Context: an optimization exercise on an open-source flow, tuned for small area and a short achievable clock period. The choices shown serve that exercise and are no tape-out recipe. RTL that was checked went through simulation tests only; none was proved equivalent to the original. Power figures rest on the tool's default switching activity, not on a simulated workload.

==> flow/design.v <==
`default_nettype none
module wbps_regs (
   input  wire logic          clock,
   input  wire logic          reset,
   input  wire logic          psel,
   input  wire logic          penable,
   input  wire logic          pwrite,
   input  wire logic [5:0]    paddr,
   input  wire logic [63:0]   pwdata,
   output logic      [63:0]   prdata,
   output logic               pready,
   output logic [127:0]       pattern,
   output logic [15:0]        wildcard_mask,
   output logic [4:0]         pattern_length,
   output logic [63:0]        region_base,
   output logic [5:0]         region_base_hi_ones
);
   localparam int OFFSET_BITS = 32;    
   logic [63:0] pattern_low_ff, pattern_high_ff, region_base_ff;
   logic [15:0] wildcard_mask_ff;
   logic [4:0]  pattern_length_ff;
   logic [63:0] pattern_low_n_ff, pattern_high_n_ff, region_base_n_ff;
   logic [15:0] wildcard_mask_n_ff;
   logic [4:0]  pattern_length_n_ff;
   logic [63:0] wdata_n;
   logic [2:0]  index;
   logic        write_strobe;
   logic [63:0] wdata;
   logic [5:0]  base_hi_ones_ff, base_hi_ones_in;
   assign index = paddr[5:3];
   assign write_strobe = psel && penable && pwrite;
   assign wdata = reset ? 64'd0 : pwdata;
   assign wdata_n = ~wdata;
   assign pattern_low_ff = ~pattern_low_n_ff;
   assign pattern_high_ff = ~pattern_high_n_ff;
   assign region_base_ff = ~region_base_n_ff;
   assign wildcard_mask_ff = ~wildcard_mask_n_ff;
   assign pattern_length_ff = ~pattern_length_n_ff;
   assign pready = 1'b1;
   assign pattern = {pattern_high_ff, pattern_low_ff};
   assign wildcard_mask = wildcard_mask_ff;
   assign pattern_length = pattern_length_ff;
   assign region_base = region_base_ff;
   assign region_base_hi_ones = base_hi_ones_ff;
   always_comb begin
      base_hi_ones_in = 6'(64 - OFFSET_BITS);
      for (int k = 63 - OFFSET_BITS; k >= 0; k--) begin
         if (!wdata[OFFSET_BITS + k]) base_hi_ones_in = 6'(k);
      end
   end
   always_ff @(posedge clock) begin
      if (reset || (write_strobe && index == 3'd0)) pattern_low_n_ff <= wdata_n;
      if (reset || (write_strobe && index == 3'd1)) pattern_high_n_ff <= wdata_n;
      if (reset || (write_strobe && index == 3'd2)) wildcard_mask_n_ff <= wdata_n[15:0];
      if (reset || (write_strobe && index == 3'd3)) pattern_length_n_ff <= wdata_n[4:0];
      if (reset || (write_strobe && index == 3'd4)) begin
         region_base_n_ff <= wdata_n;
         base_hi_ones_ff <= base_hi_ones_in;
      end
   end
   wbps_rdata u_rdata (
      .index          (index),
      .pattern_low    (pattern_low_ff),
      .pattern_high   (pattern_high_ff),
      .wildcard_mask  (wildcard_mask_ff),
      .pattern_length (pattern_length_ff),
      .region_base    (region_base_ff),
      .prdata         (prdata)
   );
endmodule
`default_nettype wire
`default_nettype none
module wbps_rdata (
   input  wire logic [2:0]    index,
   input  wire logic [63:0]   pattern_low,
   input  wire logic [63:0]   pattern_high,
   input  wire logic [15:0]   wildcard_mask,
   input  wire logic [4:0]    pattern_length,
   input  wire logic [63:0]   region_base,
   output logic      [63:0]   prdata
);
   logic [63:0] pair0, pair1, low4, high4;
   assign pair0 = index[0] ? pattern_high : pattern_low;
   assign pair1 = index[0] ? {59'd0, pattern_length} : {48'd0, wildcard_mask};
   assign low4 = index[1] ? pair1 : pair0;
   assign high4 = (index[1] || index[0]) ? 64'd0 : region_base;
   assign prdata = index[2] ? high4 : low4;
endmodule
`default_nettype wire
`default_nettype none
module wbps_match (
   input  wire logic [7:0]   data,
   input  wire logic [127:0] pattern,
   input  wire logic [15:0]  wildcard_mask,
   output logic [15:0]       match
);
   always_comb begin
      for (int i = 0; i < 16; i++) begin
         match[i] = wildcard_mask[i] || (data == pattern[8 * i +: 8]);
      end
   end
endmodule
`default_nettype wire
`default_nettype none
module wbps_core (
   input  wire logic          clock,
   input  wire logic          reset,
   input  wire logic [127:0]  pattern,
   input  wire logic [15:0]   wildcard_mask,
   input  wire logic [4:0]    pattern_length,
   input  wire logic [63:0]   region_base,
   input  wire logic [5:0]    region_base_hi_ones,
   input  wire logic          req_valid,
   output logic               req_ready,
   input  wire logic [7:0]    req_data_byte,
   input  wire logic          req_last_byte,
   output logic               rsp_valid,
   input  wire logic          rsp_ready,
   output logic               rsp_found,
   output logic [63:0]        rsp_match_address
);
   localparam int OFFSET_BITS = 32;    
   localparam int W = OFFSET_BITS;
   logic        in_valid_ff;
   logic [7:0]  in_byte_ff;
   logic        in_last_ff;
   logic        first_ff;       
   logic        done_ff;        
   logic [4:0]  count_ff;       
   logic [14:0] prefix_ff;
   logic [W:0]  addr_ff;        
   logic        out_valid_ff;
   logic        out_found_ff;
   logic        advance, step;
   logic [4:0]  length;
   logic [16:0] length_sel;
   logic [15:0] match;
   logic [15:0] prefix;
   logic        done;
   logic        hit;
   logic [4:0]  count_next;
   logic        full;
   logic [W-1:0] stop_offset;
   logic [W-1:0] stop_carry_in;
   logic [W-1:0] stop_carry_out;
   logic        stop;
   logic        inc;
   logic [W:0]  addr_cur;
   logic [W:0]  addr_ones;
   logic [63-W:0] base_ones;
   assign advance = !out_valid_ff || rsp_ready;
   assign step = in_valid_ff && advance;
   assign req_ready = !in_valid_ff || advance;
   assign length = (pattern_length > 5'd16) ? 5'd16 : pattern_length;
   always_comb begin
      for (int l = 0; l <= 16; l++) begin
         length_sel[l] = (length == 5'(l));
      end
   end
   wbps_match u_match (
      .data          (in_byte_ff),
      .pattern       (pattern),
      .wildcard_mask (wildcard_mask),
      .match         (match)
   );
   always_comb begin
      prefix[0] = match[0];
      for (int i = 1; i < 16; i++) begin
         prefix[i] = match[i] && prefix_ff[i - 1] && !first_ff;
      end
   end
   assign done = done_ff && !first_ff;
   assign hit = |(length_sel[16:1] & prefix) && !done;
   assign count_next = first_ff ? 5'd1 : (count_ff[4] ? count_ff : count_ff + 5'd1);
   assign full = (count_next >= length);
   assign stop_offset = {{(W-5){1'b1}}, ~length};
   assign stop_carry_in = region_base[W-1:0] ^ stop_offset ^ addr_ff[W-1:0];
   assign stop_carry_out = (region_base[W-1:0] & stop_offset)
      | ((region_base[W-1:0] | stop_offset) & ~addr_ff[W-1:0]);
   assign stop = !first_ff && (stop_carry_in == {stop_carry_out[W-2:0], 1'b0});
   assign inc = full && !hit && !stop;
   assign addr_cur = first_ff ? {1'b0, region_base[W-1:0]} : addr_ff;
   always_comb begin
      addr_ones[0] = 1'b1;
      for (int k = 1; k <= W; k++) begin
         addr_ones[k] = addr_ones[k - 1] && addr_cur[k - 1];
      end
      for (int k = 0; k < 64 - W; k++) begin
         base_ones[k] = (region_base_hi_ones >= 6'(k));
      end
   end
   always_ff @(posedge clock) begin
      if (reset) begin
         in_valid_ff <= 1'b0;
         first_ff <= 1'b1;
         out_valid_ff <= 1'b0;
      end else begin
         if (req_ready) in_valid_ff <= req_valid;
         if (step) first_ff <= in_last_ff;
         if (advance) out_valid_ff <= step && (hit || (in_last_ff && !done));
      end
   end
   always_ff @(posedge clock) begin
      if (req_ready) begin
         in_byte_ff <= req_data_byte;
         in_last_ff <= req_last_byte;
      end
      if (step) begin
         done_ff <= done || hit;
         count_ff <= count_next;
         prefix_ff <= prefix[14:0];
         addr_ff <= addr_cur ^ (addr_ones & {(W+1){inc}});
         out_found_ff <= hit;
      end
   end
   assign rsp_valid = out_valid_ff;
   assign rsp_found = out_found_ff;
   assign rsp_match_address = out_found_ff
      ? {region_base[63:W] ^ (base_ones & {(64-W){addr_ff[W]}}), addr_ff[W-1:0]} : 64'd0;
endmodule
`default_nettype wire
`default_nettype none
module wildcard_byte_pattern_search (
   input  wire logic          clock,
   input  wire logic          reset,
   input  wire logic          req_valid,
   output logic               req_ready,
   input  wire logic [7:0]    req_data_byte,
   input  wire logic          req_last_byte,
   output logic               rsp_valid,
   input  wire logic          rsp_ready,
   output logic               rsp_found,
   output logic [63:0]        rsp_match_address,
   input  wire logic          psel,
   input  wire logic          penable,
   input  wire logic          pwrite,
   input  wire logic [5:0]    paddr,
   input  wire logic [63:0]   pwdata,
   output logic      [63:0]   prdata,
   output logic               pready
);
   logic [127:0] pattern;
   logic [15:0]  wildcard_mask;
   logic [4:0]   pattern_length;
   logic [63:0]  region_base;
   logic [5:0]   region_base_hi_ones;
   wbps_regs u_regs (
      .clock          (clock),
      .reset          (reset),
      .psel           (psel),
      .penable        (penable),
      .pwrite         (pwrite),
      .paddr          (paddr),
      .pwdata         (pwdata),
      .prdata         (prdata),
      .pready         (pready),
      .pattern        (pattern),
      .wildcard_mask  (wildcard_mask),
      .pattern_length (pattern_length),
      .region_base    (region_base),
      .region_base_hi_ones (region_base_hi_ones)
   );
   wbps_core u_core (
      .clock             (clock),
      .reset             (reset),
      .pattern           (pattern),
      .wildcard_mask     (wildcard_mask),
      .pattern_length    (pattern_length),
      .region_base       (region_base),
      .region_base_hi_ones (region_base_hi_ones),
      .req_valid         (req_valid),
      .req_ready         (req_ready),
      .req_data_byte     (req_data_byte),
      .req_last_byte     (req_last_byte),
      .rsp_valid         (rsp_valid),
      .rsp_ready         (rsp_ready),
      .rsp_found         (rsp_found),
      .rsp_match_address (rsp_match_address)
   );
endmodule
`default_nettype wire
==> flow/config.mk <==
export PLATFORM = sky130hd
export DESIGN_NAME = wildcard_byte_pattern_search
export DESIGN_NICKNAME = wildcard_byte_pattern_search
export VERILOG_FILES = /design/flow/design.v
export SDC_FILE = /design/flow/constraint.sdc
export NUM_CORES = 4
export LEC_CHECK = 0
export CAP_MARGIN = 20
export CORE_MARGIN = 2
export CORE_UTILIZATION = 40
export CTS_BUF_LIST = sky130_fd_sc_hd__clkbuf_8
export CTS_CLUSTER_DIAMETER = 50
export CTS_CLUSTER_SIZE = 20
export PLACE_DENSITY = 0.6
export SETUP_SLACK_MARGIN = 3.0
export SLEW_MARGIN = 20
==> flow/constraint.sdc <==
create_clock -name core_clock -period 7.2 [get_ports {clock}]
set_input_delay 1.4400 -clock core_clock [delete_from_list [all_inputs] [get_ports {clock}]]
set_output_delay 1.4400 -clock core_clock [all_outputs]
set_load 0.01 [all_outputs]
standard.sh (not shown) runs the stock make flow with config.mk's settings and CLKGATE_MAP_FILE= SYNTH_SCRIPT=/design/flow/synth_recipe.tcl, a recipe that flattens the netlist after the stock synthesis.
==> flow/flow/run.sh <==
#!/bin/bash
# The standard layout (standard.sh), with two placement and clock-tree choices:
# the port buffers that placement inserts are sky130_fd_sc_hd__buf_1, and the
# clock tree is built without dummy loads. make's output goes to standard.log;
# each ORFS step keeps its own log under orfs/logs.
set -euo pipefail
export BUFFER_PORTS_ARGS="-buffer_cell sky130_fd_sc_hd__buf_1"
export CTS_ARGS="-sink_clustering_enable -repair_clock_nets -sink_clustering_size 20 -sink_clustering_max_diameter 50 -buf_list sky130_fd_sc_hd__clkbuf_8 -dont_use_dummy_load"
bash standard.sh > standard.log 2>&1
Change:
--- a/flow/design.v
+++ b/flow/design.v
@@ -146,10 +146,12 @@
    logic        stop;
    logic        inc;
    logic [W:0]  addr_cur;
    logic [W:0]  addr_ones;
    logic [63-W:0] base_ones;
+   logic [63-W:0] base_hi_up;
+   logic        found_carry, found_no_carry;
    assign advance = !out_valid_ff || rsp_ready;
    assign step = in_valid_ff && advance;
    assign req_ready = !in_valid_ff || advance;
    assign length = (pattern_length > 5'd16) ? 5'd16 : pattern_length;
    always_comb begin
@@ -213,12 +215,16 @@
          out_found_ff <= hit;
       end
    end
    assign rsp_valid = out_valid_ff;
    assign rsp_found = out_found_ff;
-   assign rsp_match_address = out_found_ff
-      ? {region_base[63:W] ^ (base_ones & {(64-W){addr_ff[W]}}), addr_ff[W-1:0]} : 64'd0;
+   assign base_hi_up = region_base[63:W] ^ base_ones;
+   assign found_carry = out_found_ff && addr_ff[W];
+   assign found_no_carry = out_found_ff && !addr_ff[W];
+   assign rsp_match_address[63:W] = ({(64-W){found_no_carry}} & region_base[63:W])
+      | ({(64-W){found_carry}} & base_hi_up);
+   assign rsp_match_address[W-1:0] = {W{out_found_ff}} & addr_ff[W-1:0];
 endmodule
 `default_nettype wire
 `default_nettype none
 module wildcard_byte_pattern_search (
    input  wire logic          clock,
After rerunning: The new run ran to the end with no violations. Final cell count drops by 1.4%. Non-clock buffer count climbs by 4. Worst hold slack loses 0.019 ns. Count of clock-buffer cells in the layout climbs by 4. Flip-flop and latch count does not change. Via count climbs by 2.1%. Total power climbs by 2.9%. Critical path depth drops by 1. Die area climbs by 0.44%. Sequential share of layout area drops by 0.69 points. Utilization stays flat. Clock power climbs by 7.7%.
Function not checked in the second run of this note: the RTL went through the layout flow alone.

-- separate check: timing with driven ports --
In the flow no input, the clock included, has a driving cell. The finished layouts below were timed again as built, in two steps. Step 1 sets driving cells, clkbuf_16 on the clock port and buf_2 on the other inputs (assumed; they add their load-dependent delay and slew). Step 2 times the ports against the registers' clock, not the clock port: input delays grow and output delays shrink by t, the midpoint of the rising clock arrivals with the driver on. Slacks: no drivers / after step 1 / after step 2; pairs: no drivers / after step 1.
run	shift t [ns]	setup WS [ns]	worst slew at a driven data input, ns
the first run	0.631	3.085 / 3.023 / 3.023	0.08
the second run	0.569	3.025 / 2.816 / 2.816	0.26
After both steps every run listed still meets setup and hold. The setup slack of the second run, which loses most, moves by -0.209 ns with the drivers and by -0.209 ns with both steps.
